This design comes from an exercise in tuning for small area, a short achievable clock period and few clock cycles per item on the open sky130 flow, not from production work. At most, simulation tests tie the RTL to the original design; equivalence was not proved. For runs 3 and 4, only the layout was checked, not whether the RTL still works. Power figures rest on the tool's default switching activity, not on a simulated workload.

## flow/design.v

```verilog
package ghash_pkg;
    localparam int BLOCK_W    = 128;               
    localparam int WORD_W     = 32;                
    localparam int ADDR_W     = 8;                 
    localparam int DIGIT_W    = 16;                
    typedef logic [BLOCK_W-1:0]    block_t;
    typedef logic [WORD_W-1:0]     word_t;
    typedef logic [ADDR_W-1:0]     apb_addr_t;
    typedef logic [DIGIT_W-1:0]    digit_t;
    localparam block_t   GF_POLY_R = {8'hE1, 120'd0};  
    localparam apb_addr_t REG_H0     = 8'h00;      
    localparam apb_addr_t REG_H1     = 8'h04;
    localparam apb_addr_t REG_H2     = 8'h08;
    localparam apb_addr_t REG_H3     = 8'h0C;
    localparam apb_addr_t REG_D0     = 8'h10;      
    localparam apb_addr_t REG_D1     = 8'h14;
    localparam apb_addr_t REG_D2     = 8'h18;
    localparam apb_addr_t REG_D3     = 8'h1C;      
    localparam apb_addr_t REG_CTRL   = 8'h20;
    localparam apb_addr_t REG_STATUS = 8'h24;
    localparam apb_addr_t REG_TAG0   = 8'h30;      
    localparam apb_addr_t REG_TAG1   = 8'h34;
    localparam apb_addr_t REG_TAG2   = 8'h38;
    localparam apb_addr_t REG_TAG3   = 8'h3C;
    localparam int CTRL_CLEAR_BIT  = 0;            
    localparam int STAT_BUSY_BIT   = 1;            
    localparam int STAT_VALID_BIT  = 2;            
endpackage
`timescale 1ns/1ps
import ghash_pkg::*;
module ghash_top
(
    input  logic      clk,
    input  logic      i_rst,
    input  logic      i_psel,
    input  logic      i_penable,
    input  logic      i_pwrite,
    input  ghash_pkg::apb_addr_t i_paddr,
    input  ghash_pkg::word_t     i_pwdata,
    output ghash_pkg::word_t     o_prdata,
    output logic      o_pready,
    output logic      o_pslverr
);
    localparam int W_H0 = 0, W_H1 = 1, W_H2 = 2, W_H3 = 3;
    localparam int W_D0 = 4, W_D1 = 5, W_D2 = 6, W_D3 = 7;
    localparam int W_CLR = 8, W_N = 9;
    ghash_pkg::block_t h_q;                       
    ghash_pkg::word_t  d0_q, d1_q, d2_q;          
    ghash_pkg::block_t y_q;                       
    ghash_pkg::block_t acc_q;                     
    ghash_pkg::word_t  op_q;                      
    logic [1:0]        cnt_q;                     
    logic [1:0]        p_q;                       
    logic              first_q;                   
    logic              fin_q;                     
    logic              pend_q;                    
    logic              any_q;                     
    logic [W_N-1:0]    wsel_q;                    
    ghash_pkg::word_t  prdata_q;
    logic              rdy_q;
    logic              err_q;
    ghash_pkg::block_t acc_n;
    ghash_pkg::word_t  op_n;
    logic [1:0]        cnt_n;
    logic [1:0]        p_n;
    logic              first_n;
    logic              fin_n;
    logic              op_ld;
    logic              step;                      
    logic              finish;                    
    logic              d3_done;
    logic              d3_wait;
    logic              clr;
    logic              rdy_n;
    logic              free;                      
    ghash_pkg::word_t  d_sel;
    ghash_pkg::word_t  y_sel;
    ghash_pkg::block_t h_sh;                      
    ghash_pkg::word_t  y_w0, y_w1, y_w2, y_w3;
    logic              setup;
    logic [W_N-1:0]    wsel_n;
    logic              mapped;
    ghash_pkg::word_t  rd_n;
    function automatic logic [127:0] gf_mulx(input logic [127:0] v);
        gf_mulx = v[0] ? ((v >> 1) ^ GF_POLY_R) : (v >> 1);
    endfunction
    function automatic logic [127:0] gf_mulx_inv(input logic [127:0] w);
        logic [127:0] t;
        t = w[127] ? (w ^ GF_POLY_R) : w;
        gf_mulx_inv = {t[126:0], w[127]};
    endfunction
    function automatic logic [127:0] gf_mulx112(input logic [127:0] v);
        logic [127:0] t;
        t = v;
        for (int i = 0; i < 112; i++)
            t = gf_mulx(t);
        gf_mulx112 = t;
    endfunction
    function automatic logic [127:0] gf_mulx_inv16(input logic [127:0] v);
        logic [127:0] t;
        t = v;
        for (int i = 0; i < 16; i++)
            t = gf_mulx_inv(t);
        gf_mulx_inv16 = t;
    endfunction
    function automatic logic [127:0] gf_digit_mul(input logic [15:0] d, input logic [127:0] v);
        logic [127:0] z;
        logic [127:0] t;
        z = '0;
        t = v;
        for (int j = 0; j < 16; j++)
        begin
            z = z ^ (t & {128{d[15-j]}});
            t = gf_mulx(t);
        end
        gf_digit_mul = z;
    endfunction
    assign setup = i_psel && !i_penable;
    assign h_sh  = gf_mulx112(h_q);
    assign y_w0 = y_q[127:96];
    assign y_w1 = y_q[95:64];
    assign y_w2 = y_q[63:32];
    assign y_w3 = y_q[31:0];
    always_comb
    begin
        mapped = 1'b0;
        rd_n   = '0;
        case (i_paddr)
            REG_H0:     begin mapped = 1'b1; rd_n = h_q[127:96]; end
            REG_H1:     begin mapped = 1'b1; rd_n = h_q[95:64];  end
            REG_H2:     begin mapped = 1'b1; rd_n = h_q[63:32];  end
            REG_H3:     begin mapped = 1'b1; rd_n = h_q[31:0];   end
            REG_D0:     begin mapped = 1'b1; rd_n = d0_q;      end
            REG_D1:     begin mapped = 1'b1; rd_n = d1_q;      end
            REG_D2:     begin mapped = 1'b1; rd_n = d2_q;      end
            REG_D3:     mapped = 1'b1;
            REG_CTRL:   mapped = 1'b1;
            REG_STATUS:
            begin
                mapped = 1'b1;
                rd_n[STAT_VALID_BIT] = any_q && !pend_q;
                rd_n[STAT_BUSY_BIT]  = pend_q;
            end
            REG_TAG0:   begin mapped = 1'b1; rd_n = y_w0; end
            REG_TAG1:   begin mapped = 1'b1; rd_n = y_w1; end
            REG_TAG2:   begin mapped = 1'b1; rd_n = y_w2; end
            REG_TAG3:   begin mapped = 1'b1; rd_n = y_w3; end
            default:    ;
        endcase
    end
    always_comb
    begin
        wsel_n = '0;
        if (i_pwrite)
        begin
            case (i_paddr)
                REG_H0:   wsel_n[W_H0] = 1'b1;
                REG_H1:   wsel_n[W_H1] = 1'b1;
                REG_H2:   wsel_n[W_H2] = 1'b1;
                REG_H3:   wsel_n[W_H3] = 1'b1;
                REG_D0:   wsel_n[W_D0] = 1'b1;
                REG_D1:   wsel_n[W_D1] = 1'b1;
                REG_D2:   wsel_n[W_D2] = 1'b1;
                REG_D3:   wsel_n[W_D3] = 1'b1;
                REG_CTRL: wsel_n[W_CLR] = i_pwdata[CTRL_CLEAR_BIT];
                default:  ;
            endcase
        end
    end
    always_ff @(posedge clk)
    begin
        if (setup)
        begin
            prdata_q <= i_pwrite ? '0 : rd_n;
            err_q    <= !mapped;
        end
    end
    always_ff @(posedge clk)
    begin
        if (i_rst)
        begin
            wsel_q <= '0;
            rdy_q  <= 1'b1;
        end
        else if (setup)
        begin
            wsel_q <= wsel_n;
            rdy_q  <= !wsel_n[W_D3] || rdy_n;
        end
        else if (d3_wait)
            rdy_q  <= rdy_n;                      
        else
        begin
            wsel_q <= '0;                         
            rdy_q  <= 1'b1;
        end
    end
    assign o_prdata  = prdata_q;
    assign o_pready  = rdy_q;
    assign o_pslverr = err_q;
    assign d3_done = wsel_q[W_D3] && rdy_q;
    assign d3_wait = wsel_q[W_D3] && !rdy_q;
    assign clr     = wsel_q[W_CLR];
    assign step    = (cnt_q != 2'd0);
    assign finish  = fin_q && (cnt_q == 2'd1);
    always_comb
    begin
        case (p_q)
            2'd0:    begin d_sel = d0_q; y_sel = y_w0; end
            2'd1:    begin d_sel = d1_q; y_sel = y_w1; end
            default: begin d_sel = d2_q; y_sel = y_w2; end
        endcase
    end
    always_comb
    begin
        acc_n = gf_digit_mul(op_q[31:16], h_sh);
        if (!first_q)
            acc_n = acc_n ^ gf_mulx_inv16(acc_q);
    end
    always_comb
    begin
        free    = (cnt_q == 2'd0) || (cnt_q == 2'd1 && !fin_q);
        op_ld   = 1'b0;
        op_n    = {op_q[15:0], 16'h0};
        cnt_n   = step ? cnt_q - 2'd1 : cnt_q;
        first_n = step ? 1'b0 : first_q;
        fin_n   = finish ? 1'b0 : fin_q;
        p_n     = p_q;
        if (clr)
        begin
            cnt_n = '0;
            p_n   = '0;
            fin_n = 1'b0;
        end
        else if (wsel_q[W_H0] || wsel_q[W_H1] || wsel_q[W_H2] || wsel_q[W_H3])
            p_n   = '0;                           
        else if (wsel_q[W_D0])
        begin
            op_ld   = 1'b1;
            op_n    = i_pwdata ^ (finish ? acc_n[127:96] : y_w0);
            first_n = 1'b1;
            p_n     = 2'd1;
        end
        else if (wsel_q[W_D1] || wsel_q[W_D2])
        begin
            if (wsel_q[W_D1] ? (p_q == 2'd1) : (p_q == 2'd2))
            begin
                op_ld = 1'b1;
                op_n  = i_pwdata ^ (wsel_q[W_D1] ? y_w1 : y_w2);
                p_n   = p_q + 2'd1;
            end
            else if (wsel_q[W_D1] ? (p_q > 2'd1) : (p_q > 2'd2))
                p_n   = '0;                       
        end
        else if (d3_done)
        begin
            op_ld = 1'b1;
            op_n  = i_pwdata ^ y_w3;
            fin_n = 1'b1;
            p_n   = '0;
        end
        else if (d3_wait && p_q != 2'd3 && free)
        begin
            op_ld = 1'b1;
            op_n  = d_sel ^ y_sel;
            if (p_q == 2'd0)
                first_n = 1'b1;
            p_n   = p_q + 2'd1;
        end
        if (op_ld)
            cnt_n = 2'd2;
        rdy_n = (p_n == 2'd3) && ((cnt_n == 2'd0) || (cnt_n == 2'd1 && !fin_n));
    end
    always_ff @(posedge clk)
    begin
        if (wsel_q[W_H0]) h_q[127:96] <= i_pwdata;
        if (wsel_q[W_H1]) h_q[95:64]  <= i_pwdata;
        if (wsel_q[W_H2]) h_q[63:32]  <= i_pwdata;
        if (wsel_q[W_H3]) h_q[31:0]   <= i_pwdata;
        if (wsel_q[W_D0]) d0_q        <= i_pwdata;
        if (wsel_q[W_D1]) d1_q        <= i_pwdata;
        if (wsel_q[W_D2]) d2_q        <= i_pwdata;
    end
    always_ff @(posedge clk)
    begin
        if (op_ld || step)
            op_q <= op_n;
        if (step)
            acc_q <= acc_n;
    end
    always_ff @(posedge clk)
    begin
        if (i_rst)
        begin
            y_q     <= '0;
            cnt_q   <= '0;
            p_q     <= '0;
            first_q <= 1'b0;
            fin_q   <= 1'b0;
            pend_q  <= 1'b0;
            any_q   <= 1'b0;
        end
        else
        begin
            cnt_q   <= cnt_n;
            p_q     <= p_n;
            first_q <= first_n;
            fin_q   <= fin_n;
            if (clr)
            begin
                y_q    <= '0;
                pend_q <= 1'b0;
                any_q  <= 1'b0;
            end
            else
            begin
                if (finish)
                begin
                    y_q    <= acc_n;
                    pend_q <= 1'b0;
                end
                if (d3_done)
                begin
                    pend_q <= 1'b1;
                    any_q  <= 1'b1;
                end
            end
        end
    end
endmodule
```

## flow/run.sh

```bash
#!/bin/bash
# synth_recipe.tcl (not shown) runs the flow's synth.tcl, then flattens the netlist and writes it again
# the make line also repeats each setting of config.mk as NAME=value (left out here)
make -C /OpenROAD-flow-scripts/flow DESIGN_CONFIG=/design/flow/config.mk WORK_HOME=/design/flow/orfs CLKGATE_MAP_FILE= SYNTH_SCRIPT=/design/flow/synth_recipe.tcl finish
```

## flow/config.mk

```make
export PLATFORM = sky130hd
export DESIGN_NAME = ghash_top
export DESIGN_NICKNAME = ghash_top
export VERILOG_FILES = /design/flow/design.v
export SDC_FILE = /design/flow/constraint.sdc
export NUM_CORES = 4
export LEC_CHECK = 0
export CAP_MARGIN = 20
export CORE_MARGIN = 5
export CORE_UTILIZATION = 45
export SETUP_SLACK_MARGIN = 3.0
export SLEW_MARGIN = 20
```

## flow/constraint.sdc

```tcl
create_clock -name core_clock -period 7.0 [get_ports {clk}]
set_input_delay 1.4000 -clock core_clock [delete_from_list [all_inputs] [get_ports {clk}]]
set_output_delay 1.4000 -clock core_clock [all_outputs]
set_load 0.01 [all_outputs]
```

==> results list, run 1 <==
- Status: no timing/DRC/antenna violations
- RSZ-0062 raised after global routing: no
- Count of buffers inserted at the top-level ports: 78
- The final route contains 51,200 vias.
- Total gr overflow: 0
* Num rows: 129
- After synthesis the cells add up to 55,600 um2.
- Worst-skew pair later-pin latency: 0.66 ns
- In this run the register-to-register setup slack is 3.08 ns.
- Of the post-synthesis cell area, the dominant cell type holds 0.315.
- Worst slack after detailed placement: 2.82 ns
* Critical Path Max Stage Delay: 0.88 ns
* Highest clock frequency the design can meet: 255 MHz
- Avg Synthesized Cell Area: 7.97 um2
- H-tree lvl count: 3
- TritonCTS created 69 clock buffers.
- Antenna violations before repair: 3
- The initial utilization of the core area, before any placement, comes to 0.451.
* Syn Inst Count: 6,973
- The longest clock path from root to sink contains 3 buffers.
- sky130_fd_sc_hd__nand2_1 is the most common cell in the netlist.
* Area Growth Syn to Fin: 9.88%
* Post-placement cell area: 58,500 um2
- Detailed Place HPWL: 164 mm
* Most numerous cell types in the synthesized netlist: 2,274 x sky130_fd_sc_hd__nand2_1, 2,000 x sky130_fd_sc_hd__xnor2_1, 525 x sky130_fd_sc_hd__xor2_1
- The internal portion of the total power is 5.81 mW.
* Worst-path fanout max: 9
- For the worst setup path, the data arrival time is 4.49 ns.
* Post-DR wirelength/cell: 29.3 um
- For the worst flop-to-flop path, the logic depth is 11.
- Leak: 20.7 nW
* Share of the yosys chip area belonging to registers: 0.278
- By area the synthesized netlist is led by sky130_fd_sc_hd__xnor2_1 32%, sky130_fd_sc_hd__edfxtp_1 23%, sky130_fd_sc_hd__nand2_1 15%.
* Number of remaining DRC errors: 0
* Yosys top cell by area: sky130_fd_sc_hd__xnor2_1
* Drt first-iter violations: 8,259
- Yosys mapped a number of flops with a built-in enable equal to 417.
* Number of endpoints with negative hold slack in the final report: 0
* Io pins: 79
* Ys flop type: sky130_fd_sc_hd__edfxtp_1
- Number of search-and-repair iterations in the first detailed-routing pass: 10
* Clock Power Share: 0.501
- For this run, the post-layout net count is 6,869.
- The filler cells instantiated in the layout total 11,700.
- Maximum number of pins on one net before global-route repair: 105
- DIE WIDTH: 361 um
* Setup clock skew after layout: 0.0419 ns
* Remaining max-slew budget at the tightest pin: 0.165
- After routing the design area is 61,000 um2.
* Post-route non-filler standard cell count: 8,517
* Number of global-route vias before repair: 47,200
- Cell variety after synth: 61
* DRT Wirelength: 250 mm
- The most numerous cell type found on the critical path is sky130_fd_sc_hd__xnor2_1.
- Post-placement cell count: 8,376
* Clock sinks: 563
* Floorplan Core Area: 123,000 um2
- The detail route stage leaves a number of antenna-violating nets equal to 0.
- TritonCTS clock tree: built
- Hold path endpoint: y_q[119]
- Among all stages on the critical path, the largest delay is contributed by sky130_fd_sc_hd__xnor2_2.
- The worst setup path is captured at a flop.
- The critical path is of the flop to flop type.
* Hold Path Stages: 2
* Required time at the worst-slack endpoint: 7.56 ns
- Combinational cell fraction of total power: 0.029
- The tool flagged a number of max-cap violations equal to 0.
- Share of synthesized flip-flops with an asynchronous set or reset: 0
- Routability Congestion: 1.05
- Setup TNS: 0 ns
- Share of layout cells above drive strength 1: 0.0631
- CP delay by family, top: XOR/XNOR gates
- Worst min-delay path startpoint: y_q[119]
* Number of logic stages on the critical path including buffering: 11
* Critical path startpoint category: flop
* Die outline height: 361 um
- Of the available clock period, the critical path in the final layout requires 0.561.
- First-pass GRT wire length: 354 mm
- Number of buffers added to fix hold violations after cts: 0
- The final max-slew violation count is 0.
- Of the total power, the share spent switching nets is 0.236.
- For this design the total switching power over the nets is 1.79 mW.
* Power density normalized to cell area: 125 nW/um2
- The worst path meets setup with 3.08 ns of slack.
- Overall Global Routing Usage: 0.366
- In this run the critical register-to-register path is launched from h_q[8].
- Clock transition time at the flip-flop clock pins of the worst setup and hold paths: 0.06 ns
- Dividing the detail-routed via count by the number of cells gives 6.01.
- The worst hold path belongs to the class flop to flop.
- Traced cell by cell, the critical path runs through xnor2_1 > xnor2_2 > buf_4 > nand2_1 > xor2_1 > xnor2_1 > xnor2_1 > xnor2_1 > xnor2_1 > nand2_1 > a21oi_1.
* Register bit total from synthesis: 563
- End of the worst register-to-register path: y_q[17]
* Count of synthesis-stage warnings from yosys: 1
- Clock tree synthesis selected as its root buffer the cell sky130_fd_sc_hd__clkbuf_16.
- Shortest clock period the worst path allows after layout: 3.92 ns
- Syn nets: 7,022
- Actual slew at the worst max-slew pin: 1.25 ns
* Setup violation total in the final timing report: 0
* Peak VDD IR: 0.000179 V
- Sequential group share of total power: 0.470
- Counting both buffers and inverters, the worst setup path holds a total of 1.
- Total Die Area: 131,000 um2
==> layer usage <==
metal | vias up | part of all wire | GRT usage
met3 | 669 | 0.14 | 0.103
li1 | 22000 | - | -
met1 | 24700 | 0.38 | 0.488
met5 | - | 0 | 0
met2 | 3806 | 0.42 | 0.539
met4 | 0 | 0.068 | 0.197
==> metrics by stage <==
stage	hold WS (ns)	utilization	power, mW
floorplan	0.432	-	3.74
global placement	0.494	0.475	3.86
detailed placement	0.501	0.475	3.86
CTS	0.509	0.495	7.59
global route	0.534	0.496	7.74
finish	0.511	0.496	7.61
==> final cells by class <==
cell class / instances / area (um2) / area share
well taps: 1637 / 2050 / 0.0335
repair buffers: 311 / 2730 / 0.0448
clock inverters: 35 / 383 / 0.00627
flip-flops and latches: 563 / 15500 / 0.253
multi-input cells: 5858 / 38400 / 0.629
inverters: 17 / 68.8 / 0.00113
diodes: 3 / 7.51 / 0.000123
clock buffers: 93 / 1950 / 0.0319
==> kinds of logic (layout without fill, tap and decap cells) <==
family,Yosys count,after routing,share of synthesized area
fa+ha+maj,4,4,0.000901
other cells,0,3,0
flops,563,563,0.278
xor+xnor,2544,2544,0.405
mux,75,75,0.0138
buf+inv,552,456,0.0384
compound gates,638,638,0.0799
simple gates,2597,2597,0.184
==> sequential cells by signal (all words and copies together) (netlist names), 9 cells and up <==
signal and cells:
prdata_q 32, d0_q 32, h_q 128, acc_q 128, y_q 128, d1_q 32, wsel_q 9, d2_q 32
op_q 32
==> worst max-delay path by stage <==
| stage | start | to |
|---|---|---|
| 3_5_place_dp | i_paddr[4] | prdata_q[9] |
| 3_3_place_gp | i_paddr[4] | prdata_q[9] |
| 5_1_grt | h_q[96] | op_q[10] |
| 2_1_floorplan | i_penable | rdy_q |
| 4_1_cts | h_q[119] | op_q[28] |
| 6_report | h_q[8] | y_q[17] |
==> cell usage in the layout (no fill, tap or decap), drive strengths merged, types with 4 or more instances in the layout <==
cell type      Yosys  routed
o21ai             28      28
a21oi            252     252
a221oi            43      43
a211oi            31      31
xor2             529     529
nor2             136     136
mux2              10      10
o211ai            17      17
clkinvlp           0       5
nor2b             11      11
nand2b           113     113
clkinv             0      21
nand3             12      12
clkdlybuf4s50      0      78
a311oi             6       6
a22o              65      65
nor4               6       6
ha                 4       4
or2                9       9
a31oi              4       4
inv               17      21
xnor3              8       8
a22oi             39      39
and2               6       6
bufinv             0       5
o22ai             40      40
nor3              15      15
clkbuf           403      93
xnor2           2000    2000
mux2i             65      65
xor3               7       7
dfxtp            146     146
a222oi            95      95
nand2           2275    2275
edfxtp           417     417
buf              132     233
==> power groups by stage <==
| stage | Sequential, mW | Clock (mW) | Combinational (mW) |
|---|---|---|---|
| final | 3.57 | 3.81 | 0.219 |
| after global routing | 3.57 | 3.94 | 0.227 |
| after CTS | 3.57 | 3.81 | 0.214 |
| after detailed placement | 3.65 | 0 | 0.213 |
| after global placement | 3.65 | 0 | 0.213 |
| after floorplan | 3.65 | 0 | 0.0901 |
==> tightest hold or removal path, cell delays in order, from the launching register on <==
cell and delay (ns):
sky130_fd_sc_hd__dfxtp_1 0.34, sky130_fd_sc_hd__nand2_1 0.07, sky130_fd_sc_hd__a21oi_1 0.05
==> what timing repair did <==
| item | 4_1_cts | 5_1_grt |
|---|---|---|
| setup buffers | 2 | 8 |
| pin swaps | 0 | 0 |
| endpoints found under the setup margin | 6 | 15 |
| gates resized for setup | 3 | 6 |
Testbench counts, summed over its fixed seeds: cycles 15,872, blocks 1,592.
==> inputs of run 2 (changes only) <==
--- a/flow/config.mk
+++ b/flow/config.mk
@@ -8,5 +8,5 @@
 export CAP_MARGIN = 20
 export CORE_MARGIN = 5
 export CORE_UTILIZATION = 45
-export SETUP_SLACK_MARGIN = 3.0
+export SETUP_SLACK_MARGIN = 0.2
 export SLEW_MARGIN = 20
==> results list, run 2 <==
- Routed via count: 50,900 (-0.56%)
- The first-pass GRT wire length is 354 mm (about the same).
* Number of nets in the final layout: 6,859 (-0.15%)
- The pre-CTS setup slack was 2.82 ns (unchanged).
* Share of the yosys chip area belonging to registers: 0.278 (unchanged)
* Max Transition Viols Final: 0 (unchanged)
* Number of global-route vias before repair: 47,200 (-0.0064%)
* Cell area after layout: 60,900 um2 (-0.24%)
- The async set or reset register ratio after synthesis came to 0 (unchanged).
* Final Worst Setup Slack: 2.72 ns (-0.355 ns)
- H-tree lvl count: 3 (unchanged)
- The number of vias per cell after detailed routing is 5.99 (-0.43%).
* Setup TNS: 0 ns (unchanged)
- CTS buffer count: 69 (unchanged)
- TritonCTS built the clock tree.
- The insertion delay to the later sink of the worst-skew pair came to 0.66 ns (about the same).
- The core occupancy in the finished layout was 0.495 (-0.00120).
- The post-CTS clock slew at the launch and capture registers of the worst setup and hold paths is 0.07 ns (about the same).
* DRT Wirelength: 249 mm (-0.36%)
* Number of remaining DRC errors: 0 (unchanged)
* Leak: 20.7 nW (-0.36%)
* Io pins: 79 (unchanged)
* Avg Synthesized Cell Area: 7.97 um2 (unchanged)
* Syn Inst Count: 6,973 (unchanged)
- The cell area after synthesis came to 55,600 um2 (unchanged).
* Remaining max-slew budget at the tightest pin: 0.230 (+0.0647)
- The hold violation count in the final report came to 0 (unchanged).
* Maximum number of pins on one net before global-route repair: 105 (unchanged)
- The total die area came to 131,000 um2 (unchanged).
* Drt first-iter violations: 8,229 (-0.36%)
- Number of flops mapped to enable cells by yosys: 417 (unchanged)
- Count of buffers inserted at the top-level ports: 78 (unchanged)
- The buffers inserted during post-CTS setup optimization came to 0 (-2).
* Total gr overflow: 0 (unchanged)
- The global-route usage over all layers came to 0.366 (about the same).
- The worst setup path is captured at a flop.
* Power density normalized to cell area: 125 nW/um2 (+0.25%)
- Highest clock frequency the design can meet: 234 MHz (-8.3%)
- Final ANT Viol Nets: 0 (unchanged)
- Commonest cells after routing, fill and taps aside: 2,274 x sky130_fd_sc_hd__nand2_1, 1,973 x sky130_fd_sc_hd__xnor2_1, 523 x sky130_fd_sc_hd__xor2_1, 417 x sky130_fd_sc_hd__edfxtp_1, 251 x sky130_fd_sc_hd__a21oi_1
- The final period utilization came to 0.611 (+0.0507).
- Category of the critical setup timing path: flop to flop
* Setup violation total in the final timing report: 0 (unchanged)
- The net count of the mapped netlist is 7,022 (unchanged).
- Peak VDD IR: 0.000179 V (about the same)
* Critical path arrival: 4.65 ns (+0.16 ns)
- The largest total area in the synthesized netlist belongs to sky130_fd_sc_hd__xnor2_1.
- Post-layout total power: 7.61 mW (about the same)
* Worst-path fanout max: 18 (+9)
* Effective utilization at floorplan: 0.451 (unchanged)
- In the post-synthesis netlist, the cell with the most instances is sky130_fd_sc_hd__nand2_1.
- The count of distinct cell types in the synthesized netlist is 61 (unchanged).
- Setup repair after global routing left no endpoint under its margin.
* Die outline height: 361 um (unchanged)
- The number of rows created at floorplan was 129 (unchanged).
- The layout cell share with drive strength beyond 1 came to 0.0610 (-0.00209).
- The routability-driven placement congestion ratio was 1.05 (unchanged).
- DIE WIDTH: 361 um (unchanged)
- The area share of the leading cell type in the synthesized netlist was 0.315 (unchanged).
- The max-cap check violation count was 0 (unchanged).
- STA classifies the critical path startpoint as a flop.
- Required time at the worst-slack endpoint: 7.37 ns (-0.19 ns)
- The detailed-routing iteration count for the pre-antenna-repair pass was 11 (+1).
- Clock sinks: 563 (unchanged)
- The transition time at the pin with the least slew margin is 1.15 ns (-0.104 ns).
- Ys flop type: sky130_fd_sc_hd__edfxtp_1
* Cells taking the most area after synthesis: sky130_fd_sc_hd__xnor2_1 32%, sky130_fd_sc_hd__edfxtp_1 23%, sky130_fd_sc_hd__nand2_1 15%
* Root buffer selected by CTS: sky130_fd_sc_hd__clkbuf_16
* Post-CTS Resized: 0 (-3)
* Total of fill cells in the finished design: 11,700 (+0.12%)
* Post-placement cell area: 58,500 um2 (unchanged)
- Hold Crit Class: flop to flop
* Post-DR wirelength/cell: 29.2 um (-0.23%)
* Status: no timing/DRC/antenna violations
- Relative to the synthesized area, the layout overhead comes to 9.61%.
* Most numerous cell types in the synthesized netlist: 2,274 x sky130_fd_sc_hd__nand2_1, 2,000 x sky130_fd_sc_hd__xnor2_1, 525 x sky130_fd_sc_hd__xor2_1
- Detailed Place HPWL: 164 mm (unchanged)
- Number of buffers added to fix hold violations after cts: 0 (unchanged)
* Shortest clock period the worst path allows after layout: 4.28 ns (+0.355 ns)
- The library cell used most frequently in the layout, excluding fill and tap cells, is sky130_fd_sc_hd__nand2_1.
- Count of synthesis-stage warnings from yosys: 1 (unchanged)
* Setup clock skew after layout: 0.0406 ns (-0.00129 ns)
- Register bit total from synthesis: 563 (unchanged)
* Antenna violations before repair: 3 (unchanged)
- Floorplan Core Area: 123,000 um2 (unchanged)
- The worst-case clock buffer depth was 3 (unchanged).
- In the final layout, the registers with the most flip-flops are acc_q (128), h_q (128), y_q (128).
-- run 2: cell counts after synthesis --
Identical to the previous run, type by type.
-- run 2: cell families after synthesis --
family	Yosys count	share of synthesized area
AO/OA/AOI/OAI	638	0.0799
multiplexers	75	0.0138
buffers and inverters	552	0.0384
adder cells (fa/ha/maj)	4	0.000901
flip-flops	563	0.278
XOR/XNOR	2544	0.405
AND/OR/NAND/NOR	2597	0.184
-- run 2: stage by stage --
step | hold WS, ns | std cells
CTS | 0.509 | 8504
global placement | 0.494 | 8376
floorplan | 0.432 | 6973
global route | 0.534 | 8504
detailed placement | 0.501 | 8376
finish | 0.515 | 8506
-- run 2: routing by layer --
metal  GRT usage  part of all wire
met1       0.488              0.38
met2       0.537              0.41
met3      0.0995              0.14
met4       0.202             0.071
met5           0          0.000076
-- run 2: report_power, final --
part           internal [mW]  switching [mW]  total [mW]
Combinational         0.0785           0.140       0.219
Clock                   2.17            1.65        3.81
Sequential              3.57         0.00647        3.57
-- run 2: worst paths after layout --
| kind | slack [ns] | start | end | depth (start not counted) |
|---|---|---|---|---|
| setup / recovery | 2.72 | h_q[111] | op_q[16] | 11 |
| hold / removal | 0.51 | y_q[119] | y_q[119] | 2 |
| setup reg to reg | 2.72 | h_q[111] | op_q[16] | 11 |
| hold reg to reg | 0.51 | y_q[119] | y_q[119] | 2 |
-- run 2: critical path: stages, from the launching register on --
cell	delay [ns]
sky130_fd_sc_hd__edfxtp_1	0.91
sky130_fd_sc_hd__xor2_1	0.35
sky130_fd_sc_hd__xnor2_1	0.88
sky130_fd_sc_hd__nand2_1	0.28
sky130_fd_sc_hd__xnor2_1	0.26
sky130_fd_sc_hd__xnor2_1	0.16
sky130_fd_sc_hd__xnor2_1	0.16
sky130_fd_sc_hd__xnor2_1	0.12
sky130_fd_sc_hd__xnor2_1	0.34
sky130_fd_sc_hd__nand2_1	0.19
sky130_fd_sc_hd__mux2_2	0.27
sky130_fd_sc_hd__a21oi_1	0.06
-- run 2: area by class of cell --
class                   instances  area (um2)  share of cell area
diodes                          2        5.00           0.0000822
clock buffers                  93        1950              0.0320
clock inverters                35         383             0.00629
inverters                      17        68.8             0.00113
multi-input cells            5858       38300               0.629
flip-flops and latches        563       15500               0.254
well taps                    1637        2050              0.0336
repair buffers                301        2660              0.0436
==> inputs of run 3 (changes only) <==
--- a/flow/design.v
+++ b/flow/design.v
@@ -75,7 +75,10 @@
     logic              free;                      
     ghash_pkg::word_t  d_sel;
     ghash_pkg::word_t  y_sel;
-    ghash_pkg::block_t h_sh;                      
+    ghash_pkg::block_t hp_q;                      
+    logic              yfix_q;                    
+    logic              yfix_n;
+    logic [15:0]       dig;                       
     ghash_pkg::word_t  y_w0, y_w1, y_w2, y_w3;
     logic              setup;
     logic [W_N-1:0]    wsel_n;
@@ -116,7 +119,8 @@
         gf_digit_mul = z;
     endfunction
     assign setup = i_psel && !i_penable;
-    assign h_sh  = gf_mulx112(h_q);
+    always_ff @(posedge clk)
+        hp_q <= gf_mulx112(h_q);
     assign y_w0 = y_q[127:96];
     assign y_w1 = y_q[95:64];
     assign y_w2 = y_q[63:32];
@@ -169,11 +173,8 @@
     end
     always_ff @(posedge clk)
     begin
-        if (setup)
-        begin
-            prdata_q <= i_pwrite ? '0 : rd_n;
-            err_q    <= !mapped;
-        end
+        prdata_q <= rd_n;
+        err_q    <= !mapped;
     end
     always_ff @(posedge clk)
     begin
@@ -203,6 +204,7 @@
     assign clr     = wsel_q[W_CLR];
     assign step    = (cnt_q != 2'd0);
     assign finish  = fin_q && (cnt_q == 2'd1);
+    assign dig     = op_q[31:16] ^ (yfix_q ? y_q[127:112] : 16'h0);
     always_comb
     begin
         case (p_q)
@@ -213,7 +215,7 @@
     end
     always_comb
     begin
-        acc_n = gf_digit_mul(op_q[31:16], h_sh);
+        acc_n = gf_digit_mul(dig, hp_q);
         if (!first_q)
             acc_n = acc_n ^ gf_mulx_inv16(acc_q);
     end
@@ -221,7 +223,8 @@
     begin
         free    = (cnt_q == 2'd0) || (cnt_q == 2'd1 && !fin_q);
         op_ld   = 1'b0;
-        op_n    = {op_q[15:0], 16'h0};
+        op_n    = {op_q[15:0] ^ (yfix_q ? y_q[111:96] : 16'h0), 16'h0};
+        yfix_n  = 1'b0;
         cnt_n   = step ? cnt_q - 2'd1 : cnt_q;
         first_n = step ? 1'b0 : first_q;
         fin_n   = finish ? 1'b0 : fin_q;
@@ -237,7 +240,8 @@
         else if (wsel_q[W_D0])
         begin
             op_ld   = 1'b1;
-            op_n    = i_pwdata ^ (finish ? acc_n[127:96] : y_w0);
+            op_n    = i_pwdata;
+            yfix_n  = 1'b1;
             first_n = 1'b1;
             p_n     = 2'd1;
         end
@@ -283,8 +287,8 @@
     end
     always_ff @(posedge clk)
     begin
-        if (op_ld || step)
-            op_q <= op_n;
+        op_q   <= op_n;                          
+        yfix_q <= yfix_n;
         if (step)
             acc_q <= acc_n;
     end
--- a/flow/config.mk
+++ b/flow/config.mk
@@ -8,5 +8,5 @@
 export CAP_MARGIN = 20
 export CORE_MARGIN = 5
 export CORE_UTILIZATION = 45
-export SETUP_SLACK_MARGIN = 0.2
+export SETUP_SLACK_MARGIN = 3.0
 export SLEW_MARGIN = 20
==> results list, run 3 <==
- The flow ran to the end and the layout has no timing, DRC or antenna violations.
* Worst-skew pair later-pin latency: 0.74 ns (+0.08 ns)
* Switch Pwr: 2.21 mW (+23%)
- Drt first-iter violations: 9,793 (+19%)
- The number of nets in the final layout is 7,047 (+2.7%).
* Hold Crit Class: flop to flop
- TritonCTS built the clock tree.
- Ys flop type: sky130_fd_sc_hd__edfxtp_1
- The total clock buffers created by CTS is 82 (+19%).
- Clock transition time at the flip-flop clock pins of the worst setup and hold paths: 0.06 ns (about the same)
- DR vias/cell: 6.41 (+7.1%)
- The highest ir drop seen on vdd is 0.000255 V (+42%).
- The number of setup violations in the final report came to 0 (unchanged).
- Commonest cells after routing, fill and taps aside: 1,935 x sky130_fd_sc_hd__xnor2_1, 1,282 x sky130_fd_sc_hd__nand2_1, 999 x sky130_fd_sc_hd__o21ai_0, 530 x sky130_fd_sc_hd__xor2_1, 352 x sky130_fd_sc_hd__edfxtp_1
- Among all cell types in the netlist, the one instantiated most often is sky130_fd_sc_hd__xnor2_1.
* Most numerous cell types in the synthesized netlist: 1,942 x sky130_fd_sc_hd__xnor2_1, 1,282 x sky130_fd_sc_hd__nand2_1, 1,000 x sky130_fd_sc_hd__o21ai_0
- Leak: 18.9 nW (-8.5%)
* Combinational cell fraction of total power: 0.032 (+0.003)
- Leaving out fill and tap cells, the most frequent cell in the layout is sky130_fd_sc_hd__xnor2_1.
* Source of the critical timing path: yfix_q
* Required time at the worst-slack endpoint: 7.65 ns (+0.28 ns)
- The count of state elements after synthesis came to 692 (+23%).
* Kind of end point of the critical path: flop
- Share of layout cells above drive strength 1: 0.0651 (+0.00407)
- Category of the critical setup timing path: flop to flop
- The number of port buffers was 78 (unchanged).
- The mean area per synthesized cell came to 8.20 um2 (+2.9%).
* Critical Path, Cell by Cell: and3b_2 > buf_4 > o21ai_0 > xnor2_1 > xnor2_1 > xnor2_1 > xnor2_1 > xnor2_1 > nand2_1 > a21oi_1
- The global-route congestion overflow total is 0 (unchanged).
* Worst-path fanout max: 38 (+20)
- Number of global-route vias before repair: 52,700 (+12%)
- H-tree lvl count: 3 (unchanged)
- Final ANT Viol Nets: 0 (unchanged)
- The slack of the worst reg-to-reg path is 2.84 ns (+0.12 ns).
- The cell family contributing the most delay on the critical path is XOR/XNOR gates.
* Post-layout total power: 9.29 mW (+22%)
- Internal power: 7.08 mW (+22%)
* First-pass GRT wire length: 398 mm (+12%)
* Routed via count: 56,600 (+11%)
- Buffer and inverter count on the worst path: 1 (+1)
- Count of synthesis-stage warnings from yosys: 1 (unchanged)
- Setup TNS: 0 ns (unchanged)
- Setup crit end: y_q[6]
- Actual slew at the worst max-slew pin: 1.19 ns (+0.0386 ns)
- STA classifies the critical path startpoint as a flop.
- Number of max-capacitance violations reported: 0 (unchanged)
- Area Growth Syn to Fin: 9.05%
- Clock Power Share: 0.510 (+0.009)
* Critical path arrival: 4.80 ns (+0.15 ns)
* Critical Path Max Stage Delay: 0.66 ns (-0.25 ns)
- The global-route usage over all layers came to 0.387 (+0.0204).
* Syn nets: 7,318 (+4.2%)
* Total Die Area: 140,000 um2 (+7.1%)
- Number of buffers added to fix hold violations after cts: 0 (unchanged)
- Highest clock frequency the design can meet: 241 MHz (+3.0%)
- Root buffer selected by CTS: sky130_fd_sc_hd__clkbuf_16
- Dominant cell type by count on the critical path: sky130_fd_sc_hd__xnor2_1
- Syn Inst Count: 7,269 (+4.2%)
- Number of endpoints with negative hold slack in the final report: 0 (unchanged)
* Number of search-and-repair iterations in the first detailed-routing pass: 8 (-3)
* Worst path slowest cell: sky130_fd_sc_hd__and3b_2
* RSZ-0062 raised after global routing: yes
* Startpoint of the worst register-to-register path: yfix_q
- Remaining max-slew budget at the tightest pin: 0.207 (-0.0229)
- The async set or reset register ratio after synthesis was 0 (unchanged).
- Switching share of power: 0.238 (+0.00251)
- The number of enable flip-flop cells after synthesis was 352 (-16%).
* Depth of the most critical reg-to-reg path: 10 (-1)
- Effective utilization at floorplan: 0.453 (+0.00170)
- The wire length per cell after detailed routing is 32.4 um (+11%).
- Number of logic stages on the critical path including buffering: 10 (-1)
- The number of ports placed on the die boundary came to 79 (unchanged).
* Share of the yosys chip area belonging to registers: 0.292 (+0.0135)
* Cells taking the most area after synthesis: sky130_fd_sc_hd__xnor2_1 29%, sky130_fd_sc_hd__edfxtp_1 18%, sky130_fd_sc_hd__dfxtp_1 11%
- The final period utilization came to 0.594 (-0.0178).
- Die outline height: 374 um (+3.5%)
- The minimum period implied by the final worst setup slack was 4.16 ns (-0.125 ns).
* Clock sinks: 692 (+23%)
- Area fraction of the dominant cell type after synthesis: 0.285 (-0.0299)
* Total of fill cells in the finished design: 12,500 (+6.5%)
* DIE WIDTH: 374 um (+3.5%)
- Sequential group share of total power: 0.457 (-0.013)
- The worst setup skew after layout is 0.0733 ns (+0.0327 ns).
* Cell variety after synth: 62 (+1.6%)
* Power density normalized to cell area: 143 nW/um2 (+14%)
- The number of antenna violations at the first check in global routing is 14 (+11).
- Yosys top cell by area: sky130_fd_sc_hd__xnor2_1
* Maximum number of buffers from clock root to sink: 3 (unchanged)
* Detailed Place HPWL: 183 mm (+12%)
- The final max-slew violation count came to 0 (unchanged).
- The number of rows created at floorplan is 133 (+3.1%).
- The number of remaining DRC errors is 0 (unchanged).
- Maximum number of pins on one net before global-route repair: 130 (+24%)
- Floorplan Core Area: 132,000 um2 (+6.9%)
- The endpoint identified for the worst register-to-register timing path is y_q[6].
- The cell area after synthesis is 59,600 um2 (+7.3%).
- Routability Congestion: 1.02 (-3.3%)
- DRT Wirelength: 286 mm (+15%)
run 3: changes by cell type after synthesis, moves of 72 or more:
cell and change:
sky130_fd_sc_hd__a222oi_1 -73, sky130_fd_sc_hd__buf_2 +78, sky130_fd_sc_hd__buf_1 -72, sky130_fd_sc_hd__nand2_1 -992, sky130_fd_sc_hd__dfxtp_1 +194, sky130_fd_sc_hd__o21ai_0 +973, sky130_fd_sc_hd__clkbuf_1 +81
run 3: worst min path at each step:
stage                         from       to  slack, ns  depth (start not counted)
after floorplan           h_q[112]  hp_q[0]       0.35                          0
after global placement    h_q[117]  hp_q[5]       0.36                          0
after detailed placement  h_q[120]  hp_q[8]       0.36                          0
after CTS                 h_q[114]  hp_q[2]       0.38                          0
after global routing      h_q[118]  hp_q[6]       0.39                          0
final                     h_q[114]  hp_q[2]       0.38                          0
run 3: power groups by stage:
stage / Combinational (mW) / Clock (mW) / Sequential (mW)
global placement: 0.287 / 0 / 4.34
finish: 0.300 / 4.74 / 4.25
detailed placement: 0.287 / 0 / 4.34
global route: 0.303 / 4.92 / 4.25
CTS: 0.289 / 4.75 / 4.25
floorplan: 0.143 / 0 / 4.34
run 3: per-layer routing:
layer / vias up / GRT usage / share of wire
met1: 26900 / 0.479 / 0.35
met4: 8 / 0.262 / 0.090
met3: 1393 / 0.155 / 0.16
li1: 23400 / - / -
met2: 4960 / 0.549 / 0.40
met5: - / 0.00549 / 0.00067
run 3: through the flow:
step	util	std cells	hold slack, ns	area, um2	setup WS [ns]
2_1_floorplan	-	7269	0.348	59600	3.45
3_3_place_gp	0.469	8654	0.361	61800	2.16
3_5_place_dp	0.469	8654	0.363	61800	2.10
4_1_cts	0.493	8814	0.381	64800	3.04
5_1_grt	0.494	8824	0.388	65000	2.90
6_report	0.494	8832	0.381	65000	2.84
run 3: area by class of cell:
| type | count | area, um2 | share of cell area |
|---|---|---|---|
| diodes | 9 | 22.5 | 0.000346 |
| clock buffers | 102 | 2240 | 0.0345 |
| clock inverters | 52 | 727 | 0.0112 |
| inverters | 9 | 38.8 | 0.000597 |
| multi-input cells | 5945 | 40000 | 0.616 |
| flip-flops and latches | 692 | 17400 | 0.268 |
| well taps | 1755 | 2200 | 0.0338 |
| repair buffers | 268 | 2360 | 0.0363 |
run 3: worst reg2reg max path: cells and delay by family (launching register included):
kind	cells	cell delay (ns)
and+or+nand+nor	2	1.11
xor gates and xnor gates	5	1.16
buffers and inverters	1	0.66
DFF	1	0.65
AOI/OAI and AO/OA	2	0.50
run 3: what timing repair did:
item / 4_1_cts / 5_1_grt
setup buffers: 1 / 4
resized for setup: 16 / 13
pin swaps: 5 / 3
setup endpoints to repair: 255 / 71
gates cloned: 5 / 4
run 3: logic make-up (layout without fill, tap and decap cells):
| group | Yosys count | in the layout | synth area share |
|---|---|---|---|
| mux | 94 | 94 | 0.0165 |
| fa+ha+maj | 4 | 4 | 0.000840 |
| flops | 692 | 692 | 0.292 |
| compound gates | 1626 | 1628 | 0.153 |
| other cells | 0 | 9 | 0 |
| simple gates | 1704 | 1711 | 0.118 |
| buf+inv | 641 | 431 | 0.0437 |
| xor+xnor | 2508 | 2508 | 0.377 |
==> inputs of run 4 (changes only) <==
--- a/flow/design.v
+++ b/flow/design.v
@@ -78,6 +78,8 @@
     ghash_pkg::block_t hp_q;                      
     logic              yfix_q;                    
     logic              yfix_n;
+    logic [15:0]       ymask_q;                   
+    logic [15:0]       ymask_n;
     logic [15:0]       dig;                       
     ghash_pkg::word_t  y_w0, y_w1, y_w2, y_w3;
     logic              setup;
@@ -119,8 +121,7 @@
         gf_digit_mul = z;
     endfunction
     assign setup = i_psel && !i_penable;
-    always_ff @(posedge clk)
-        hp_q <= gf_mulx112(h_q);
+    assign hp_q = gf_mulx112(h_q);
     assign y_w0 = y_q[127:96];
     assign y_w1 = y_q[95:64];
     assign y_w2 = y_q[63:32];
@@ -204,7 +205,7 @@
     assign clr     = wsel_q[W_CLR];
     assign step    = (cnt_q != 2'd0);
     assign finish  = fin_q && (cnt_q == 2'd1);
-    assign dig     = op_q[31:16] ^ (yfix_q ? y_q[127:112] : 16'h0);
+    assign dig     = op_q[31:16] ^ ymask_q;
     always_comb
     begin
         case (p_q)
@@ -225,6 +226,7 @@
         op_ld   = 1'b0;
         op_n    = {op_q[15:0] ^ (yfix_q ? y_q[111:96] : 16'h0), 16'h0};
         yfix_n  = 1'b0;
+        ymask_n = '0;
         cnt_n   = step ? cnt_q - 2'd1 : cnt_q;
         first_n = step ? 1'b0 : first_q;
         fin_n   = finish ? 1'b0 : fin_q;
@@ -242,6 +244,7 @@
             op_ld   = 1'b1;
             op_n    = i_pwdata;
             yfix_n  = 1'b1;
+            ymask_n = finish ? acc_n[127:112] : y_q[127:112];
             first_n = 1'b1;
             p_n     = 2'd1;
         end
@@ -288,15 +291,22 @@
     always_ff @(posedge clk)
     begin
         op_q   <= op_n;                          
-        yfix_q <= yfix_n;
+        yfix_q  <= yfix_n;
+        ymask_q <= ymask_n;
         if (step)
             acc_q <= acc_n;
     end
     always_ff @(posedge clk)
     begin
+        if (finish && !i_rst)
+            y_q <= acc_n;
+        else if (i_rst || clr)
+            y_q <= '0;
+    end
+    always_ff @(posedge clk)
+    begin
         if (i_rst)
         begin
-            y_q     <= '0;
             cnt_q   <= '0;
             p_q     <= '0;
             first_q <= 1'b0;
@@ -312,17 +322,13 @@
             fin_q   <= fin_n;
             if (clr)
             begin
-                y_q    <= '0;
                 pend_q <= 1'b0;
                 any_q  <= 1'b0;
             end
             else
             begin
                 if (finish)
-                begin
-                    y_q    <= acc_n;
                     pend_q <= 1'b0;
-                end
                 if (d3_done)
                 begin
                     pend_q <= 1'b1;
--- a/flow/config.mk
+++ b/flow/config.mk
@@ -8,5 +8,5 @@
 export CAP_MARGIN = 20
 export CORE_MARGIN = 5
 export CORE_UTILIZATION = 45
-export SETUP_SLACK_MARGIN = 3.0
+export SETUP_SLACK_MARGIN = 4.0
 export SLEW_MARGIN = 20
==> results list, run 4 <==
- The flow ran to the end and the layout has no timing, DRC or antenna violations.
- Worst min-delay path startpoint: pend_q
- Final ANT Viol Nets: 0 (unchanged)
* Drt first-iter violations: 8,867 (-9.5%)
- The worst setup path is captured at a flop.
- The length of routed wiring on met1 was 105 mm (+5.0%).
- DIE WIDTH: 364 um (-2.8%)
* Hold Crit Class: flop to flop
- The number of remaining DRC errors came to 0 (unchanged).
- The post-CTS clock slew at the launch and capture registers of the worst setup and hold paths was 0.06 ns (about the same).
- Number of global-route vias before repair: 48,000 (-8.9%)
* Worst-skew pair later-pin latency: 0.69 ns (-0.05 ns)
* Cell variety after synth: 52 (-16%)
- Yosys top cell by area: sky130_fd_sc_hd__xnor2_1
- Leading cell type by number of instances after synthesis: sky130_fd_sc_hd__xnor2_1
* Commonest cells after routing, fill and taps aside: 2,069 x sky130_fd_sc_hd__nor2_1, 1,908 x sky130_fd_sc_hd__xnor2_1, 480 x sky130_fd_sc_hd__edfxtp_1, 342 x sky130_fd_sc_hd__buf_4, 336 x sky130_fd_sc_hd__xor2_1
- TritonCTS clock tree: built
- Critical path startpoint category: flop
- RSZ-0062 raised after global routing: yes
- The first-pass GRT wire length came to 382 mm (-4.0%).
* Slack of the worst reg-to-reg path: 3.88 ns (+1.04 ns)
* Effective utilization at floorplan: 0.454 (+0.00115)
* Ys flop type: sky130_fd_sc_hd__edfxtp_1
* Worst-path fanout max: 16 (-58%)
* Largest registers in the final layout: acc_q (128), h_q (128), y_q (128)
* Actual slew at the worst max-slew pin: 1.18 ns (-0.00907 ns)
- Period Utilization, post-route: 0.446 (-0.148)
* Number of buffers added to fix hold violations after cts: 0 (unchanged)
- Antenna violations before repair: 21 (+7)
- Setup clock skew after layout: 0.0443 ns (-0.0290 ns)
- The number of enable flip-flop cells after synthesis was 480 (+36%).
- The sum of met3 wire segment lengths after detailed routing is 40.1 mm (-12%).
- The detailed-routing iteration count for the pre-antenna-repair pass was 8 (unchanged).
- The max-cap check violation count is 0 (unchanged).
- The number of vias per cell after detailed routing is 6.04 (-5.8%).
- Required time at the worst-slack endpoint: 7.41 ns (-0.24 ns)
- Syn nets: 6,894 (-5.8%)
- The total vias in the final route came to 52,500 (-7.2%).
- Power density normalized to cell area: 127 nW/um2 (-11%)
- The minimum period implied by the final worst setup slack was 3.12 ns (-1.04 ns).
- The routability-driven placement congestion ratio came to 1.02 (-0.19%).
- Post-placement cell count: 8,273 (-4.4%)
- Leaving out fill and tap cells, the most frequent cell in the layout is sky130_fd_sc_hd__nor2_1.
- Register bit total from synthesis: 580 (-16%)
- The hold violation count in the final report is 0 (unchanged).
- The fmax was 321 MHz (+33%).
- The number of setup violations in the final report is 0 (unchanged).
* Number of nets in the final layout: 7,024 (-0.33%)
- The summed area of non-filler cells in the final layout is 67,300 um2 (+3.5%).
- The layout cell share with drive strength beyond 1 is 0.131 (+0.0662).
- After synthesis, the cell types taking the most area are sky130_fd_sc_hd__xnor2_1 34%, sky130_fd_sc_hd__edfxtp_1 26%, sky130_fd_sc_hd__nor2_1 14%.
* Root buffer selected by CTS: sky130_fd_sc_hd__clkbuf_16
- The worst register-to-register path begins at h_q[83].
* Setup TNS: 0 ns (unchanged)
* Post-route non-filler standard cell count: 8,694 (-1.6%)
- The number of ports placed on the die boundary was 79 (unchanged).
- The total clock buffers created by CTS is 75 (-8.5%).
- After synthesis, the most frequently instantiated cells are 2,153 x sky130_fd_sc_hd__xnor2_1, 2,082 x sky130_fd_sc_hd__nor2_1, 480 x sky130_fd_sc_hd__edfxtp_1.
- The static leakage came to 23.9 nW (+26%).
- Total gr overflow: 0 (unchanged)
* Length of routed met2 wiring: 114 mm (+0.26%)
* Total Die Area: 132,000 um2 (-5.4%)
- DRT Wirelength: 277 mm (-3.0%)
* Die outline height: 364 um (-2.8%)
- Post-placement cell area: 59,500 um2 (-3.7%)
* Max Transition Viols Final: 0 (unchanged)
* Maximum number of buffers from clock root to sink: 3 (unchanged)
* Total of fill cells in the finished design: 11,200 (-10%)
- Remaining max-slew budget at the tightest pin: 0.213 (+0.00627)
- The sequential share of the synthesized area is 0.292 (about the same).
- Hold Path Stages: 2 (+2)
- Post-DR wirelength/cell: 31.9 um (-1.4%)
* Clock sinks: 580 (-16%)
- The detailed-placement wirelength estimate is 173 mm (-5.4%).
- Count of buffers inserted at the top-level ports: 78 (unchanged)
- Category of the critical setup timing path: flop to flop
- The number of rows created at floorplan came to 129 (-3.0%).
* Share of synthesized flip-flops with an asynchronous set or reset: 0 (unchanged)
* Depth of the most critical reg-to-reg path: 11 (+1)
- The highest layer touched by signal routing is met5.
- In this run the critical register-to-register path is captured at y_q[95].
- Count of synthesis-stage warnings from yosys: 1 (unchanged)
- The data arrival time at the worst-slack endpoint came to 3.53 ns (-1.27 ns).
- The highest ir drop seen on vdd came to 0.000147 V (-42%).
* H-tree lvl count: 3 (unchanged)
* Area Growth Syn to Fin: 19.6%
* Floorplan Core Area: 124,000 um2 (-5.8%)
- The area share of the leading cell type in the synthesized netlist was 0.335 (+0.0497).
* Overall Global Routing Usage: 0.403 (+0.0160)
- Hold path endpoint: pend_q
- Area of the mapped netlist: 56,300 um2 (-5.6%)
* Avg Synthesized Cell Area: 8.22 um2 (+0.26%)
- The instance count of the mapped netlist came to 6,845 (-5.8%).
- The maximum number of pins on one net before global-route repair is 129 (-0.77%).
==> run 4: power breakdown <==
| group | switching (mW) | total, mW | leakage [nW] | internal (mW) |
|---|---|---|---|---|
| logic | 0.236 | 0.369 | 17.3 | 0.132 |
| clock network | 1.80 | 4.32 | 1.28 | 2.52 |
| registers | 0.0819 | 3.83 | 5.30 | 3.75 |
| total | 2.11 | 8.52 | 23.9 | 6.41 |
==> run 4: cells by family after synthesis <==
family	count (synthesis)	share of synthesized area
and+or+nand+nor	2630	0.189
DFF	580	0.292
muxes	59	0.0106
adders and majority gates	4	0.000889
xor gates and xnor gates	2546	0.408
AOI/OAI and AO/OA	519	0.0635
buffers and inverters	507	0.0366
==> run 4: metal layers <==
layer | up-vias | GRT usage
met5 | - | 0
met4 | 10 | 0.204
met3 | 781 | 0.103
met2 | 4247 | 0.587
met1 | 25400 | 0.553
li1 | 22100 | -
==> run 4: worst max-delay path by stage <==
| stage | from | cells past startpoint | slack, ns | to |
|---|---|---|---|---|
| after CTS | first_q | 8 | 3.96 | y_q[13] |
| after global placement | i_paddr[4] | 7 | 2.26 | prdata_q[13] |
| after floorplan | i_paddr[2] | 9 | 4.01 | prdata_q[29] |
| final | h_q[83] | 11 | 3.88 | y_q[95] |
| after global routing | h_q[93] | 11 | 3.87 | y_q[95] |
| after detailed placement | i_paddr[4] | 8 | 2.15 | prdata_q[13] |
==> run 4: area by class of cell <==
cell class / count / area (um2) / area share
Multi-Input combinational cell: 5760 / 40400 / 0.600
Sequential cell: 580 / 16400 / 0.244
Inverter: 11 / 45.0 / 0.000669
Antenna cell: 19 / 47.5 / 0.000707
Tap cell: 1637 / 2050 / 0.0304
Clock buffer: 94 / 2020 / 0.0300
Timing Repair Buffer: 547 / 5650 / 0.0839
Clock inverter: 46 / 654 / 0.00972
==> run 4: metrics by stage <==
step | hold slack [ns] | setup slack, ns | util | power (mW)
5_1_grt | 0.543 | 3.87 | 0.543 | 8.67
3_3_place_gp | 0.499 | 2.26 | 0.480 | 4.23
3_5_place_dp | 0.508 | 2.15 | 0.480 | 4.23
2_1_floorplan | 0.445 | 4.01 | - | 4.01
4_1_cts | 0.525 | 3.96 | 0.530 | 8.49
6_report | 0.532 | 3.88 | 0.543 | 8.52
==> run 4: worst max-delay path, stage by stage, from the launching register on <==
cell	delay, ns
sky130_fd_sc_hd__edfxtp_1	0.54
sky130_fd_sc_hd__xnor2_1	0.33
sky130_fd_sc_hd__xnor2_1	0.19
sky130_fd_sc_hd__buf_4	0.34
sky130_fd_sc_hd__nor2_1	0.09
sky130_fd_sc_hd__xnor2_1	0.22
sky130_fd_sc_hd__xnor2_1	0.11
sky130_fd_sc_hd__xnor2_1	0.35
sky130_fd_sc_hd__xnor2_1	0.18
sky130_fd_sc_hd__xnor2_2	0.16
sky130_fd_sc_hd__buf_4	0.18
sky130_fd_sc_hd__and2_1	0.14
==> run 4: timing repair <==
action                                  4_1_cts  5_1_grt
setup buffers                               155       89
pin swaps                                    38       35
gates cloned                                 14        4
resized for setup                           265      134
endpoints found under the setup margin      361      208
==> inputs of run 5 (changes only) <==
--- a/flow/design.v
+++ b/flow/design.v
@@ -121,7 +121,8 @@
         gf_digit_mul = z;
     endfunction
     assign setup = i_psel && !i_penable;
-    assign hp_q = gf_mulx112(h_q);
+    always_ff @(posedge clk)
+        hp_q <= gf_mulx112(h_q);
     assign y_w0 = y_q[127:96];
     assign y_w1 = y_q[95:64];
     assign y_w2 = y_q[63:32];
--- a/flow/config.mk
+++ b/flow/config.mk
@@ -5,6 +5,7 @@
 export SDC_FILE = /design/flow/constraint.sdc
 export NUM_CORES = 4
 export LEC_CHECK = 0
+export ABC_AREA = 1
 export CAP_MARGIN = 20
 export CORE_MARGIN = 5
 export CORE_UTILIZATION = 45
==> results list, run 5 <==
- The run finished with no timing, DRC or antenna violations.
- On the critical path the largest part of the delay comes from simple AND/OR/NAND/NOR gates.
- DR vias/cell: 5.84 (-3.3%)
* CTS buffer count: 84 (+12%)
* Clock transition time at the flip-flop clock pins of the worst setup and hold paths: 0.06 ns (about the same)
- The via count of the first global-routing pass is 49,100 (+2.4%).
- Most numerous cell types in the synthesized netlist: 1,816 x sky130_fd_sc_hd__nor2_1, 1,429 x sky130_fd_sc_hd__xnor2_1, 1,001 x sky130_fd_sc_hd__xor2_1
- Count of synthesis-stage warnings from yosys: 1 (unchanged)
- Peak VDD IR: 0.000201 V (+36%)
- Antenna violations before repair: 14 (-33%)
- The accumulated negative setup slack came to 0 ns (unchanged).
* Critical Path, Cell by Cell: inv_4 > nand2_4 > nand2_2 > buf_4 > xor2_4 > inv_1 > nand3_4 > nand2_4 > nand2_4 > nand3_4 > nand2_4 > nand2_4 > nand2_4 > nand2_2 > nand2_2 > nand2_2 > nand2_4 > nand2_2 > nand2_2 > nand3b_1 > nand2_4 > nor2_1
- Routed via count: 55,100 (+4.9%)
- Category of the critical setup timing path: flop to flop
- The H-tree depth reported by CTS is 3 (unchanged).
* Critical path arrival: 3.58 ns (+0.05 ns)
* Io pins: 79 (unchanged)
* Maximum number of buffers from clock root to sink: 3 (unchanged)
- The insertion delay to the later sink of the worst-skew pair came to 0.69 ns (about the same).
- Routability Congestion: 1.02 (-0.30%)
- The minimum period implied by the final worst setup slack was 3.15 ns (+0.0326 ns).
- Buffer and inverter count on the worst path: 3 (+1)
- Effective utilization at floorplan: 0.454 (about the same)
- Post-DR wirelength/cell: 31.4 um (-1.6%)
* Root buffer selected by CTS: sky130_fd_sc_hd__clkbuf_16
- Leaving out fill and tap cells, the most frequent cell in the layout is sky130_fd_sc_hd__nor2_1.
* Num rows: 132 (+2.3%)
- The die extent in x came to 372 um (+2.2%).
- The instance count of the mapped netlist is 7,561 (+10%).
- Number of endpoints with negative hold slack in the final report: 0 (unchanged)
- Area of the mapped netlist: 58,800 um2 (+4.5%)
- Hold Crit Class: flop to flop
- Remaining max-slew budget at the tightest pin: 0.349 (+0.135)
- Number of buffers added to fix hold violations after cts: 0 (unchanged)
* Ys flop type: sky130_fd_sc_hd__edfxtp_1
- The logic depth of the worst register-to-register path is 22 (+11).
- The max-cap check violation count is 0 (unchanged).
- Register bit total from synthesis: 708 (+22%)
- Setup repair after global routing could not meet its margin everywhere.
- DRT Wirelength: 296 mm (+6.8%)
- The layout cell share with drive strength beyond 1 is 0.116 (-0.0155).
- The number of nets in the final layout was 7,658 (+9.0%).
- Detailed Place HPWL: 188 mm (+8.4%)
- Total Die Area: 138,000 um2 (+4.4%)
- The endpoint identified for the worst register-to-register timing path is y_q[122].
- Slack of the worst reg-to-reg path: 3.85 ns (-0.03 ns)
* Period Utilization, post-route: 0.450 (+0.00466)
- The instance area at placement was 61,000 um2 (+2.4%).
- The worst hold path cell count is 2 (unchanged).
* Number of search-and-repair iterations in the first detailed-routing pass: 6 (-2)
- Total gr overflow: 0 (unchanged)
- Post-layout total power: 9.68 mW (+14%)
- Final ANT Viol Nets: 0 (unchanged)
- The async set or reset register ratio after synthesis was 0 (unchanged).
- Clock sinks: 708 (+22%)
- The mean area per synthesized cell is 7.78 um2 (-5.4%).
- TritonCTS built the clock tree.
- The fmax is 317 MHz (-1.0%).
* Leading cell type by number of instances after synthesis: sky130_fd_sc_hd__nor2_1
* Area fraction of the dominant cell type after synthesis: 0.245 (-0.0900)
- The area of the core came to 130,000 um2 (+4.6%).
- The first-pass GRT wire length was 391 mm (+2.4%).
- Power density normalized to cell area: 140 nW/um2 (+10%)
* Worst-path fanout max: 7 (-9)
* Kind of end point of the critical path: flop
- Area Growth Syn to Fin: 17.7%
* Maximum number of pins on one net before global-route repair: 72 (-44%)
* Yosys top cell by area: sky130_fd_sc_hd__edfxtp_1
- Number of logic stages on the critical path including buffering: 22 (+11)
* Overall Global Routing Usage: 0.399 (-0.00344)
* Setup clock skew after layout: 0.0244 ns (-0.0199 ns)
- Die outline height: 372 um (+2.2%)
* Setup violation total in the final timing report: 0 (unchanged)
- Hold path endpoint: prdata_q[3]
- Critical Path Max Stage Delay: 0.53 ns (about the same)
- Max Transition Viols Final: 0 (unchanged)
- Worst min-delay path startpoint: d0_q[3]
- The required arrival time at the worst endpoint is 7.43 ns (+0.02 ns).
- Cell area after layout: 69,200 um2 (+2.9%)
* Critical path startpoint category: flop
- Dominant cell type by count on the critical path: sky130_fd_sc_hd__nand2_4
- Startpoint of the worst register-to-register path: acc_q[127]
- The top cell types in the final layout, fill and taps aside, are 1,794 x sky130_fd_sc_hd__nor2_1, 1,397 x sky130_fd_sc_hd__xnor2_1, 925 x sky130_fd_sc_hd__xor2_1, 785 x sky130_fd_sc_hd__nand2_1, 480 x sky130_fd_sc_hd__edfxtp_1.
- Number of remaining DRC errors: 0 (unchanged)
* Worst path slowest cell: sky130_fd_sc_hd__edfxtp_1
- Number of flops mapped to enable cells by yosys: 480 (unchanged)
- The net count of the mapped netlist was 7,610 (+10%).
- Share of the yosys chip area belonging to registers: 0.323 (+0.0309)
* Total of fill cells in the finished design: 12,100 (+7.9%)
* Cells taking the most area after synthesis: sky130_fd_sc_hd__edfxtp_1 25%, sky130_fd_sc_hd__xnor2_1 21%, sky130_fd_sc_hd__xor2_1 15%
* Drt first-iter violations: 8,418 (-5.1%)
- The transition time at the pin with the least slew margin was 0.977 ns (-0.200 ns).
- Leak: 26.0 nW (+8.9%)
- The count of distinct cell types in the synthesized netlist was 45 (-13%).
* Count of buffers inserted at the top-level ports: 78 (unchanged)
-- run 5: cell count changes in the layout (fill, tap and decap cells not counted), sizes merged, moves of 77 or more --
cell / change
xnor2: -729
nand2: +696
xor2: +661
inv: +453
nor2: -265
buf: -166
o21ai: +137
dfxtp: +128
and2: -104
nor2b: -102
nand3: +77
-- run 5: area by class of cell --
| cell class | instances | area, um2 | area share |
|---|---|---|---|
| multi-input combinational | 5937 | 38600 | 0.558 |
| sequential | 708 | 19000 | 0.275 |
| timing repair buffer | 389 | 4360 | 0.0630 |
| clock buffer | 111 | 2320 | 0.0335 |
| tap | 1742 | 2180 | 0.0315 |
| inverter | 485 | 2050 | 0.0295 |
| clock inverter | 46 | 617 | 0.00891 |
| timing repair inverter | 4 | 30.0 | 0.000434 |
| antenna | 9 | 22.5 | 0.000325 |
-- run 5: worst register-to-register path, stage by stage, from the launching register on --
cell	delay (ns)
sky130_fd_sc_hd__edfxtp_1	0.53
sky130_fd_sc_hd__inv_4	0.15
sky130_fd_sc_hd__nand2_4	0.07
sky130_fd_sc_hd__nand2_2	0.11
sky130_fd_sc_hd__buf_4	0.15
sky130_fd_sc_hd__xor2_4	0.21
sky130_fd_sc_hd__inv_1	0.13
sky130_fd_sc_hd__nand3_4	0.16
sky130_fd_sc_hd__nand2_4	0.09
sky130_fd_sc_hd__nand2_4	0.09
sky130_fd_sc_hd__nand3_4	0.09
sky130_fd_sc_hd__nand2_4	0.09
sky130_fd_sc_hd__nand2_4	0.06
sky130_fd_sc_hd__nand2_4	0.12
sky130_fd_sc_hd__nand2_2	0.09
sky130_fd_sc_hd__nand2_2	0.13
sky130_fd_sc_hd__nand2_2	0.08
sky130_fd_sc_hd__nand2_4	0.11
sky130_fd_sc_hd__nand2_2	0.06
sky130_fd_sc_hd__nand2_2	0.06
sky130_fd_sc_hd__nand3b_1	0.12
sky130_fd_sc_hd__nand2_4	0.14
sky130_fd_sc_hd__nor2_1	0.05
-- run 5: per-layer routing --
metal / wire length [um] / up-vias / global-route usage
li1: - / 23500 / -
met1: 111000 / 26500 / 0.532
met2: 119000 / 4147 / 0.567
met3: 40400 / 990 / 0.106
met4: 26000 / 8 / 0.263
met5: 35 / - / 0
-- run 5: worst max path at each step --
stage,start,end
2_1_floorplan,i_paddr[7],wsel_q[0]
3_3_place_gp,i_paddr[1],prdata_q[22]
3_5_place_dp,i_paddr[1],prdata_q[30]
4_1_cts,op_q[19],y_q[38]
5_1_grt,acc_q[127],y_q[122]
6_report,acc_q[127],y_q[122]
-- run 5: logic make-up (layout without fill, tap and decap cells) --
group	after synthesis	count (layout)	synth area share
and+or+nand+nor	2907	2931	0.193
AOI/OAI and AO/OA	568	568	0.0581
xor gates and xnor gates	2434	2434	0.364
buffers and inverters	940	1035	0.0616
DFF	708	708	0.323
other	0	9	0
adders and majority gates	4	4	0.000851
-- run 5: per-stage QoR --
stage	worst slack (ns)	util	hold WS [ns]	cells
2_1_floorplan	4.09	-	0.348	7561
6_report	3.85	0.534	0.526	9431
5_1_grt	3.66	0.534	0.539	9423
4_1_cts	3.90	0.515	0.516	9304
3_3_place_gp	2.64	0.470	0.509	9016
3_5_place_dp	2.67	0.470	0.511	9016
-- run 5: power by group --
part / total (mW) / internal, mW / switching (mW)
Sequential: 4.54 / 4.48 / 0.0659
Clock: 4.79 / 2.77 / 2.02
Combinational: 0.349 / 0.111 / 0.238
Total: 9.68 / 7.36 / 2.32
-- run 5: repair_timing --
action	CTS	global route
gates cloned	32	21
endpoints found under the setup margin	413	260
gates resized for setup	328	287
buffers inserted	99	97
pin swaps	60	102
Testbench counts of run 5, summed over its fixed seeds: cycles 15,872, blocks 1,592.

==> re-timing with driven ports <==
How much do the figures lean on ideal ports? The routed layouts below were timed once more, with nothing changed but the port constraints. Step 1: set_driving_cell puts a clkbuf_16 on clk and a buf_2 on each other input, an assumption about the parent block. Step 2 also shifts input and output timing later by t, the mid clock arrival at the registers, as if the neighbouring blocks saw the same clock. Slacks: no drivers / after step 1 / after step 2; pairs: no drivers / after step 1.
| run | t (ns) | slack for setup (ns) | worst hold slack (ns) | worst setup path after step 2 | cell pins on the clock port's net |
|---|---|---|---|---|---|
| run 1 | 0.714 | 3.075 / 3.075 / 2.617 | 0.511 / 0.511 / 0.511 | input to register | 1 |
| run 2 | 0.709 | 2.720 / 2.720 / 2.638 | 0.515 / 0.515 / 0.515 | input to register | 1 |
| run 3 | 0.779 | 2.845 / 2.845 / 2.410 | 0.381 / 0.381 / 0.381 | input to register | 1 |
| run 4 | 0.747 | 3.881 / 3.881 / 3.289 | 0.532 / 0.532 / 0.532 | input to register | 1 |
| run 5 | 0.750 | 3.848 / 3.848 / 3.299 | 0.526 / 0.526 / 0.526 | input to register | 1 |
After both steps every run listed still meets setup and hold. For run 4, which loses most, drivers alone change the setup slack by 0.000 ns; drivers and shift together by -0.592 ns.
